Context: an optimization exercise on an open-source flow, tuned for small area, a short achievable clock period and few clock cycles per item. The choices shown serve that exercise and are no tape-out recipe.
The RTL was checked by simulation tests, not by an equivalence proof against the original design.
Power and IR drop assume default switching activity.

===== design/flow/design.v =====
module ex_stage #(
    parameter int MUL_CYCLES = 4
) (
    input  logic        clk,
    input  logic        rst,
    input  logic        id_ex_valid,
    input  logic [31:0] id_ex_pc,
    input  logic [31:0] id_ex_rs1_data,
    input  logic [31:0] id_ex_rs2_data,
    input  logic [31:0] id_ex_imm,
    input  logic        id_ex_alu_src,
    input  logic [3:0]  id_ex_alu_op,
    input  logic        id_ex_branch,
    input  logic [2:0]  id_ex_funct3,
    input  logic [4:0]  id_ex_rd,
    input  logic        id_ex_reg_write,
    input  logic        id_ex_mem_read,
    input  logic        id_ex_mem_write,
    input  logic        id_ex_mem_to_reg,
    input  logic [1:0]  forwardA,
    input  logic [1:0]  forwardB,
    input  logic [31:0] mem_wb_fwd_data,
    input  logic        mem_stall,
    input  logic        flush,
    output logic        ex_busy,
    output logic        ex_mem_valid,
    output logic        ex_mem_reg_write,
    output logic        ex_mem_mem_read,
    output logic        ex_mem_mem_write,
    output logic        ex_mem_mem_to_reg,
    output logic [31:0] ex_mem_alu_result,
    output logic [31:0] ex_mem_store_data,
    output logic [4:0]  ex_mem_rd,
    output logic        ex_mem_branch_taken,
    output logic [31:0] ex_mem_branch_target
);
    localparam int SLICE = 32 / MUL_CYCLES;
    localparam int CNT_W = (MUL_CYCLES > 1) ? $clog2(MUL_CYCLES) : 1;
    localparam logic [3:0] OP_ADD   = 4'b0000;
    localparam logic [3:0] OP_SUB   = 4'b0001;
    localparam logic [3:0] OP_AND   = 4'b0010;
    localparam logic [3:0] OP_OR    = 4'b0011;
    localparam logic [3:0] OP_XOR   = 4'b0100;
    localparam logic [3:0] OP_SLL   = 4'b0101;
    localparam logic [3:0] OP_SRL   = 4'b0110;
    localparam logic [3:0] OP_SRA   = 4'b0111;
    localparam logic [3:0] OP_SLT   = 4'b1000;
    localparam logic [3:0] OP_SLTU  = 4'b1001;
    localparam logic [3:0] OP_MUL   = 4'b1010;
    localparam logic [3:0] OP_MULHU = 4'b1011;
    localparam logic [3:0] OP_PASSB = 4'b1100;
    typedef enum logic [1:0] {
        S_IDLE = 2'd0,
        S_RUN  = 2'd1,
        S_DONE = 2'd2
    } mul_state_t;
    mul_state_t        state_q, state_d;
    logic [CNT_W-1:0]  cnt_q, cnt_d;
    logic [63:0]       acc_q, acc_d;
    logic [63:0]       mcand_q, mcand_d;
    logic [31:0]       mplier_q, mplier_d;
    logic        valid_q, valid_d;
    logic        reg_write_q, reg_write_d;
    logic        mem_read_q, mem_read_d;
    logic        mem_write_q, mem_write_d;
    logic        mem_to_reg_q, mem_to_reg_d;
    logic [31:0] result_q, result_d;
    logic [31:0] store_q, store_d;
    logic [4:0]  rd_q, rd_d;
    logic        taken_q, taken_d;
    logic [31:0] target_q, target_d;
    logic signed [31:0] opa, fwdb, opb;
    logic [4:0]         shamt;
    logic [31:0]        alu_res;
    logic               is_mul;
    logic               br_cond;
    logic [63:0]        partial;
    always_comb begin
        case (forwardA)
            2'b01:   opa = ex_mem_alu_result;
            2'b10:   opa = mem_wb_fwd_data;
            default: opa = id_ex_rs1_data;
        endcase
        case (forwardB)
            2'b01:   fwdb = ex_mem_alu_result;
            2'b10:   fwdb = mem_wb_fwd_data;
            default: fwdb = id_ex_rs2_data;
        endcase
        opb = id_ex_alu_src ? id_ex_imm : fwdb;
    end
    assign shamt  = opb[4:0];
    assign is_mul = (id_ex_alu_op == OP_MUL) || (id_ex_alu_op == OP_MULHU);
    always_comb begin
        alu_res = 32'd0;
        case (id_ex_alu_op)
            OP_ADD:   alu_res = opa + opb;
            OP_SUB:   alu_res = opa - opb;
            OP_AND:   alu_res = opa & opb;
            OP_OR:    alu_res = opa | opb;
            OP_XOR:   alu_res = opa ^ opb;
            OP_SLL:   alu_res = opa << shamt;
            OP_SRL:   alu_res = $unsigned(opa) >> shamt;
            OP_SRA:   alu_res = opa >>> shamt;
            OP_SLT:   alu_res = {31'd0, (opa < opb)};
            OP_SLTU:  alu_res = {31'd0, ($unsigned(opa) < $unsigned(opb))};
            OP_PASSB: alu_res = opb;
            OP_MUL:   alu_res = (state_q == S_DONE) ? acc_q[31:0]  : 32'd0;
            OP_MULHU: alu_res = (state_q == S_DONE) ? acc_q[63:32] : 32'd0;
            default:  alu_res = 32'd0;
        endcase
    end
    always_comb begin
        br_cond = 1'b0;
        case (id_ex_funct3)
            3'b000:  br_cond = (opa == fwdb);
            3'b001:  br_cond = (opa != fwdb);
            3'b100:  br_cond = (opa <  fwdb);
            3'b101:  br_cond = (opa >= fwdb);
            3'b110:  br_cond = ($unsigned(opa) <  $unsigned(fwdb));
            3'b111:  br_cond = ($unsigned(opa) >= $unsigned(fwdb));
            default: br_cond = 1'b0;
        endcase
    end
    always_comb begin
        partial = 64'd0;
        for (int k = 0; k < SLICE; k++) begin
            if (mplier_q[k]) begin
                partial = partial + (mcand_q << k);
            end
        end
    end
    assign ex_busy = ((state_q == S_IDLE) && id_ex_valid && is_mul && !flush)
                   || (state_q == S_RUN);
    always_comb begin
        state_d      = state_q;
        cnt_d        = cnt_q;
        acc_d        = acc_q;
        mcand_d      = mcand_q;
        mplier_d     = mplier_q;
        valid_d      = valid_q;
        reg_write_d  = reg_write_q;
        mem_read_d   = mem_read_q;
        mem_write_d  = mem_write_q;
        mem_to_reg_d = mem_to_reg_q;
        result_d     = result_q;
        store_d      = store_q;
        rd_d         = rd_q;
        taken_d      = taken_q;
        target_d     = target_q;
        if (flush) begin
            state_d      = S_IDLE;
            valid_d      = 1'b0;
            reg_write_d  = 1'b0;
            mem_read_d   = 1'b0;
            mem_write_d  = 1'b0;
            mem_to_reg_d = 1'b0;
            result_d     = 32'd0;
            store_d      = 32'd0;
            rd_d         = 5'd0;
            taken_d      = 1'b0;
            target_d     = 32'd0;
        end else if (!mem_stall) begin
            case (state_q)
                S_IDLE: begin
                    if (id_ex_valid && is_mul) begin
                        state_d  = S_RUN;
                        cnt_d    = '0;
                        acc_d    = 64'd0;
                        mcand_d  = {32'd0, opa};
                        mplier_d = opb;
                    end
                end
                S_RUN: begin
                    acc_d    = acc_q + partial;
                    mcand_d  = mcand_q << SLICE;
                    mplier_d = mplier_q >> SLICE;
                    cnt_d    = cnt_q + CNT_W'(1);
                    if (cnt_q == CNT_W'(MUL_CYCLES - 1)) begin
                        state_d = S_DONE;
                    end
                end
                S_DONE: begin
                    state_d = S_IDLE;
                end
                default: begin
                    state_d = S_IDLE;
                end
            endcase
            if (ex_busy) begin
                valid_d      = 1'b0;
                reg_write_d  = 1'b0;
                mem_read_d   = 1'b0;
                mem_write_d  = 1'b0;
                mem_to_reg_d = 1'b0;
                result_d     = 32'd0;
                store_d      = 32'd0;
                rd_d         = 5'd0;
                taken_d      = 1'b0;
                target_d     = 32'd0;
            end else begin
                valid_d      = id_ex_valid;
                reg_write_d  = id_ex_valid & id_ex_reg_write;
                mem_read_d   = id_ex_valid & id_ex_mem_read;
                mem_write_d  = id_ex_valid & id_ex_mem_write;
                mem_to_reg_d = id_ex_valid & id_ex_mem_to_reg;
                result_d     = alu_res;
                store_d      = fwdb;
                rd_d         = id_ex_rd;
                taken_d      = id_ex_branch & id_ex_valid & br_cond;
                target_d     = id_ex_pc + id_ex_imm;
            end
        end
    end
    always_ff @(posedge clk) begin
        if (rst) begin
            state_q      <= S_IDLE;
            cnt_q        <= '0;
            acc_q        <= 64'd0;
            mcand_q      <= 64'd0;
            mplier_q     <= 32'd0;
            valid_q      <= 1'b0;
            reg_write_q  <= 1'b0;
            mem_read_q   <= 1'b0;
            mem_write_q  <= 1'b0;
            mem_to_reg_q <= 1'b0;
            result_q     <= 32'd0;
            store_q      <= 32'd0;
            rd_q         <= 5'd0;
            taken_q      <= 1'b0;
            target_q     <= 32'd0;
        end else begin
            state_q      <= state_d;
            cnt_q        <= cnt_d;
            acc_q        <= acc_d;
            mcand_q      <= mcand_d;
            mplier_q     <= mplier_d;
            valid_q      <= valid_d;
            reg_write_q  <= reg_write_d;
            mem_read_q   <= mem_read_d;
            mem_write_q  <= mem_write_d;
            mem_to_reg_q <= mem_to_reg_d;
            result_q     <= result_d;
            store_q      <= store_d;
            rd_q         <= rd_d;
            taken_q      <= taken_d;
            target_q     <= target_d;
        end
    end
    assign ex_mem_valid         = valid_q;
    assign ex_mem_reg_write     = reg_write_q;
    assign ex_mem_mem_read      = mem_read_q;
    assign ex_mem_mem_write     = mem_write_q;
    assign ex_mem_mem_to_reg    = mem_to_reg_q;
    assign ex_mem_alu_result    = result_q;
    assign ex_mem_store_data    = store_q;
    assign ex_mem_rd            = rd_q;
    assign ex_mem_branch_taken  = taken_q;
    assign ex_mem_branch_target = target_q;
endmodule

===== design/flow/run.sh =====
#!/bin/bash
# synth_recipe.tcl (not shown) runs the flow's synth.tcl, then flattens the netlist and writes it again
# the make line also repeats each setting of config.mk as NAME=value (left out here)
make -C /OpenROAD-flow-scripts/flow DESIGN_CONFIG=/design/flow/config.mk WORK_HOME=/design/flow/orfs CLKGATE_MAP_FILE= SYNTH_SCRIPT=/design/flow/synth_recipe.tcl finish

===== design/flow/config.mk =====
export PLATFORM = sky130hd
export DESIGN_NAME = ex_stage
export DESIGN_NICKNAME = ex_stage
export VERILOG_FILES = /design/flow/design.v
export SDC_FILE = /design/flow/constraint.sdc
export NUM_CORES = 4
export LEC_CHECK = 0
export CAP_MARGIN = 20
export CORE_MARGIN = 2
export CORE_UTILIZATION = 40
export SLEW_MARGIN = 20

===== design/flow/constraint.sdc =====
create_clock -name core_clock -period 18.0 [get_ports {clk}]
set_input_delay 3.6000 -clock core_clock [delete_from_list [all_inputs] [get_ports {clk}]]
set_output_delay 3.6000 -clock core_clock [all_outputs]
set_load 0.01 [all_outputs]

==> results.txt <==
## through the flow
step           worst slack (ns)  power, mW  hold WS, ns  utilization
2_1_floorplan             0.401       1.10        0.432            -
3_3_place_gp             -0.339       1.40        0.448        0.443
3_5_place_dp             -0.467       1.41        0.450        0.443
4_1_cts                  0.0198       2.21        0.459        0.453
5_1_grt                  -0.207       2.31        0.491        0.457
6_report                  0.740       2.23        0.465        0.458
## worst paths after layout
| check | cells past startpoint | from | slack [ns] | to |
|---|---|---|---|---|
| setup / recovery | 81 | mplier_q[0] | 0.74 | acc_q[63] |
| hold / removal | 2 | mplier_q[23] | 0.46 | mplier_q[23] |
| setup reg to reg | 81 | mplier_q[0] | 0.74 | acc_q[63] |
| hold reg to reg | 2 | mplier_q[23] | 0.46 | mplier_q[23] |
## cells in the final DEF (no fill, tap or decap), types with 33 or more instances in the layout
master,count
nand2_1,709
a21oi_1,883
mux2i_1,48
nor2b_1,74
o21a_1,85
a221oi_1,33
o21ai_0,506
nor2_1,814
o22ai_1,57
nor3_1,139
nand2b_1,88
a211oi_1,57
and2_1,80
or3_1,45
and3_1,40
a21o_1,322
mux2_2,174
dfxtp_1,259
o21ai_1,43
xor2_1,174
o21bai_1,111
a22oi_1,219
nand4_1,78
ha_1,642
a31oi_1,93
clkdlybuf4s50_1,291
nand3_1,154
inv_1,302
o211ai_1,49
a222oi_1,47
clkbuf_16,40
o31ai_1,35
buf_4,231
xnor2_1,277
o221ai_1,42
## critical path: cells and delay by family (launching register included)
family,cells,cell delay [ns]
buffers and inverters,3,0.27
AOI/OAI and AO/OA,37,8.05
and+or+nand+nor,18,2.79
adders and majority gates,9,3.10
muxes,3,0.79
xor gates and xnor gates,11,1.75
DFF,1,0.39
## sequential cells by signal, summed over array words and instances (netlist names), 5 cells and up
name and count:
store_q 32, mcand_q 64, target_q 32, acc_q 64
rd_q 5, result_q 32, mplier_q 32
## final cells by class
class | instances | area, sq um
diodes | 2 | 5.00
clock buffers | 53 | 1070
clock inverters | 13 | 180
fillers | 13594 | 71300
inverters | 310 | 1160
multi-input cells | 6670 | 45400
flip-flops and latches | 271 | 5440
well taps | 1755 | 2200
repair buffers | 526 | 4710
## layer usage
layer,track usage,part of all wire
met5,0,0.000055
met4,0.153,0.054
met3,0.0560,0.099
met2,0.505,0.43
met1,0.436,0.42
## logic make-up (layout without fill, tap and decap cells)
group | Yosys count | count (layout) | share of synthesized area
compound gates | 2952 | 2952 | 0.360
xor+xnor | 455 | 455 | 0.0757
fa+ha+maj | 674 | 674 | 0.161
buf+inv | 734 | 902 | 0.0526
flops | 271 | 271 | 0.102
mux | 226 | 226 | 0.0472
other cells | 0 | 2 | 0
simple gates | 2363 | 2363 | 0.202
## power breakdown
part	internal, mW	switching, mW
Combinational	0.280	0.527
Clock	0.459	0.340
Sequential	0.610	0.0120
Total	1.35	0.878
## what timing repair did
action                                  4_1_cts  5_1_grt
endpoints found under the setup margin        1       16
endpoints found under the hold margin         0        0
gates cloned                                  0        1
pin swaps                                     0       28
setup buffers                                 0       16
gates resized for setup                       6      135
==> key figures <==
Logic synthesis
  • Asr flop ratio synth: 0
  • Yosys top cell area share: 0.156
  • Cell Area, Synth: 53,000 sq um
  • Library cells used by synthesis: 100
  • Gate count after technology mapping: 7,675
  • Avg Cell Area, Syn: about 6.9 sq um
  • Post-synth EDFFs: 0
  • Post-synth top area cell: ha_1
  • Post-Syn Nets: ~8,500
  • Most numerous cell in the Yosys netlist: a21oi_1
  • Synth top cells by count: a21oi_1, nor2_1, nand2_1, ha_1, o21ai_0
  • Seq cells post-synth: 271
  • Main synth FF type: dfxtp_1
  • Synth Warn #: 1
  • Area contributors post-synth: ha_1, dfxtp_1, a21oi_1, nor2_1, o21ai_0
  • Sequential cell area fraction in the yosys report: 0.102

Critical path
  • Endpoint type of the worst setup path: flip-flop
  • Worst Path Required: 18.46 ns
  • Crit-path max FO: 8
  • Slowest cell on crit path: o31ai_2
  • Kind of critical path: reg2reg
  • Crit path launch type: flip-flop
  • Crit path arrival time: 17.72 ns
  • CP peak stage delay: 0.50 ns

STA
  • Final Hold Viols: 0
  • Final clock skew: 0.0508 ns
  • Final setup violation count: 0
  • Slew of the pin with the lowest slew margin: approximately 1.2 ns
  • Setup TNS: 0 ns
  • Maximum clock frequency: 0.0579 GHz
  • Post-layout min period: 17.26 ns
  • Final worst-path cycle share: 0.959
  • Slew Viols, Final: 0
  • Slew headroom: 0.195

Power and ir drop
  • VDD IR max: 0.0665 mV
  • Leakage: 27.4 nW
  • Power Density: 37.0 nW/um^2

Clocking
  • Clock Sinks: 271
  • Worst-path clk slew: 0.06 ns
  • CTS tree: done
  • Skew-Pair Late Insertion Delay: 0.62 ns
  • Clock Root Buffer: clkbuf_16
  • Number of H-tree levels: 2
  • TritonCTS buffer count: 38
  • CTS Buffer Depth: 3
  • Cts-stage hold buffer count: 0

Worst hold path
  • Hold/Removal Path Class: reg2reg

Global route
  • Largest net degree at the start of global routing: 88
  • Global route overflow: 0
  • First-pass GRT wire length: 347 mm
  • Initial antenna violation count: 5
  • Vias in the first global route: 56,445
  • Global Route Usage Sum: 0.326

Die
  • Starting Density: 0.403
  • Num rows: about 130
  • Io pins: a little under 300
  • Core box area: between 100,000 and 150,000 sq um
  • Die extent in x: roughly 370 um
  • Die Y-Extent: 368 um
  • Die ar.: 135,000 sq um

Routing
  • 1st-pass router iterations: 10
  • ANT nets after route: 0
  • Vias per cell: 6.37
  • DRC errors left: 0
  • Routed WL: 234 mm
  • Vias: between 60,000 and 70,000
  • Drt initial violations: 7,281
  • Routed len/inst: 24.4 um

Finish
  • Design area: 60,100 sq um
  • # nets final: 8,677
  • Layout cell share with drive strength beyond 1: 0.0854
  • Non-Filler Instances: 9,600
  • Area Overhead vs Synth: 13.5%

Outcome
  • Status: timing/DRC/antenna clean

Placed design
  • GP Congestion: 1.06
  • PortBufs: 294
  • Placed Cells incl. Taps: 9,515
  • Placement Cell Area: roughly 58,000 sq um
  • Post-DP HPWL: 183 mm

Flow run
  • Max_cap viols: 0
Testbench counts, summed over its fixed seeds: cycles 31,923, instructions 16,000.

what the ideal ports hide:
How much do the figures lean on ideal ports? The routed layout below was timed once more, with nothing changed but the port constraints. Step 1: set_driving_cell puts a clkbuf_16 on clk and a buf_2 on each other input, an assumption about the parent block. Step 2 also shifts input and output timing later by t, the mid clock arrival at the registers, as if the neighbouring blocks saw the same clock. a / b / c = ideal / step 1 / step 2; a / b = the first two.
t (ns): 0.667
slack for setup (ns): 0.740 / 0.740 / 0.740
worst register clock-pin slew, ns: 0.07 / 0.07
After both steps this run still meets setup and hold. For this run, drivers alone change the setup slack by 0.000 ns; drivers and shift together by 0.000 ns.
